Source: an optimization exercise on an open RTL-to-GDS flow (aim: small area and few clock cycles per item). Production flows keep margins and buffers that such runs may drop.
In this exercise RTL edits were held to simulation tests only and were not proved equivalent to the original.

## nickel
## yuv420_crop_rotate_mirror_address
module yuv420_crop_rotate_mirror_address (
  input  logic                                 clk,
  input  logic                                 rst_n,
  input  logic                                 cfg_psel,
  input  logic                                 cfg_penable,
  input  logic                                 cfg_pwrite,
  input  logic [yuvcrm_pkg::CFG_ADDR_W-1:0]    cfg_paddr,
  input  logic [yuvcrm_pkg::CFG_DATA_W-1:0]    cfg_pwdata,
  output logic [yuvcrm_pkg::CFG_DATA_W-1:0]    cfg_prdata,
  output logic                                 cfg_pready,
  input  logic                                 in_tvalid,
  output logic                                 in_tready,
  input  logic [31:0]                          in_tdata,   
  input  logic [yuvcrm_pkg::PLANE_W-1:0]       in_tuser,   
  output logic                                 out_tvalid,
  input  logic                                 out_tready,
  output logic [31:0]                          out_tdata,  
  output logic [yuvcrm_pkg::PLANE_W-1:0]       out_tuser   
);
For scale: about 1,300 cells after synthesis, roughly 170 flip-flops.
clock: 6.0 ns
lec_check: 0
cap_margin: 20
core_margin: 2
core_utilization: 40
cts_buf_list: sky130_fd_sc_hd__clkbuf_8
slew_margin: 20
standard.sh (not shown) runs the stock make flow with config.mk's settings and CLKGATE_MAP_FILE= SYNTH_SCRIPT=/design/flow/synth_recipe.tcl, a recipe that flattens the netlist after the stock synthesis.
==> flow/flow/run.sh <==
#!/bin/bash
# The standard layout (the standard.sh: ORFS synthesis through finish), with one
# change: the buffers that placement puts on every input and output port are the
# platform's smallest plain buffer instead of the cell buffer_ports picks by itself.
set -euo pipefail
export BUFFER_PORTS_ARGS="-buffer_cell sky130_fd_sc_hd__buf_1"
bash standard.sh > standard.log 2>&1
Testbench counts of nickel, summed over its fixed seeds: cycles 58,814, items 58,788.
> inputs changed (nickel -> zinc)
# nickel
export LEC_CHECK = 0
export CAP_MARGIN = 20
export CORE_MARGIN = 2
export CORE_UTILIZATION = 40
export CTS_BUF_LIST = sky130_fd_sc_hd__clkbuf_8
export SLEW_MARGIN = 20
create_clock -name core_clock -period 6.0 [get_ports {clk}]
# zinc
export LEC_CHECK = 0
export ABC_AREA = 1
export CAP_MARGIN = 20
export CORE_MARGIN = 2
export CORE_UTILIZATION = 40
export CTS_BUF_LIST = sky130_fd_sc_hd__clkbuf_8
export SLEW_MARGIN = 20
create_clock -name core_clock -period 6.0 [get_ports {clk}]
==> flow/flow/run.sh <==
#!/bin/bash
# The standard layout (the standard.sh: ORFS synthesis through finish), with two
# changes: the buffers that placement puts on every input and output port are the
# platform's smallest plain buffer instead of the cell buffer_ports picks by itself, and
# after global routing ORFS's power recovery resizes gates off the critical paths down.
set -euo pipefail
export BUFFER_PORTS_ARGS="-buffer_cell sky130_fd_sc_hd__buf_1"
export RECOVER_POWER=100
bash standard.sh > standard.log 2>&1
### Flow results
| zinc | all stages done | FAIL | capacitance limit, slew limit |
Changes observed in zinc relative to nickel: synthesized instance count went up; met2 layer wire length in the routed design roughly the same; global-route wire length before repair increased 2.5 mm; layout net count moved up; wire length after detailed routing increased 6.2%.
Going from nickel to zinc, detail-routed via count per cell went down, post-layout worst setup margin went down, placed instance area went down.
Edits applied to the flow inputs when going from zinc to ember:
==> flow/flow/run.sh <==
#!/bin/bash
# The standard layout (the standard.sh: ORFS synthesis through finish), with one
# change: the buffers that placement puts on every input and output port are the
# platform's smallest plain buffer instead of the cell buffer_ports picks by itself.
set -euo pipefail
export BUFFER_PORTS_ARGS="-buffer_cell sky130_fd_sc_hd__buf_1"
bash standard.sh > standard.log 2>&1
==> run notes <==
Summary of ember over zinc: clock period minus final worst setup slack held; post-synthesis instance area held.
Changes observed in ember relative to zinc: register-to-register slack ~0 delta; total routed wirelength comparable.
Compared with zinc, ember ends up with more cell area.
In summary, ember completed successfully, with a layout that passed the timing, design-rule and antenna checks.
| zinc | all stages done | FAIL | capacitance limit, slew limit |
Going from zinc to ember, count of nets after finishing essentially unchanged, post-route fraction of the period consumed by the critical path essentially unchanged, worst clock skew essentially unchanged.
Input-level comparison between willow and ember:
# ember
export LEC_CHECK = 0
export ABC_AREA = 1
export CAP_MARGIN = 20
export CORE_MARGIN = 2
export CORE_UTILIZATION = 40
export CTS_BUF_LIST = sky130_fd_sc_hd__clkbuf_8
export SLEW_MARGIN = 20
create_clock -name core_clock -period 6.0 [get_ports {clk}]
# willow
export LEC_CHECK = 0
export CAP_MARGIN = 20
export CORE_MARGIN = 2
export CORE_UTILIZATION = 40
export CTS_BUF_LIST = sky130_fd_sc_hd__clkbuf_8
export SLEW_MARGIN = 20
create_clock -name core_clock -period 6.0 [get_ports {clk}]
==> flow/run.sh (new file) <==
#!/bin/bash
# synth_recipe.tcl (not shown) runs the flow's synth.tcl, then flattens the netlist and writes it again
# the make line also repeats each setting of config.mk as NAME=value (left out here)
make -C /OpenROAD-flow-scripts/flow DESIGN_CONFIG=/design/flow/config.mk WORK_HOME=/design/flow/orfs CLKGATE_MAP_FILE= SYNTH_SCRIPT=/design/flow/synth_recipe.tcl finish
removed: flow/flow/run.sh
removed: flow/standard.sh
[summary]
Sequential share of layout area | willow below ember. Diff ember -> willow | via count | down by a few percent. Of the two values seen for most common cell after layout, fill and taps aside, sky130_fd_sc_hd__inv_1 was produced by willow and sky130_fd_sc_hd__nand2_1 by ember.

-- re-timing with driven ports --
No port has a modelled driver above. Below, the same layouts with a new extraction and two added sets of constraints. Step 1 assumes that a clkbuf_16 drives the clock port and a buf_2 every other input. Step 2 moves the port delays by t, midway between the first and last clock arrival at a register: inputs arrive t later, outputs are due t later. That takes back most of the time a late clock gives input paths. Slacks: ideal ports / drivers / drivers and shift; pairs: ideal ports / drivers.
| run | shift t [ns] | setup WS [ns] | hold slack, ns | worst setup path at the end | clock arrival spread, ns |
|---|---|---|---|---|---|
| nickel | 0.540 | 0.278 / 0.278 / 0.278 | 0.426 / 0.426 / 0.426 | register to register | 0.021 / 0.021 |
| zinc | 0.535 | 0.193 / 0.193 / 0.002 | 0.428 / 0.428 / 0.428 | input to register | 0.022 / 0.022 |
| ember | 0.538 | 0.192 / 0.192 / 0.192 | 0.428 / 0.428 / 0.428 | register to register | 0.023 / 0.024 |
| willow | 0.548 | 0.264 / 0.264 / -0.010 | 0.421 / 0.421 / 0.421 | input to register | 0.028 / 0.027 |
With both steps, setup timing fails in willow, where it was met with ideal ports. For willow, which loses most, drivers alone change the setup slack by 0.000 ns; drivers and shift together by -0.274 ns.
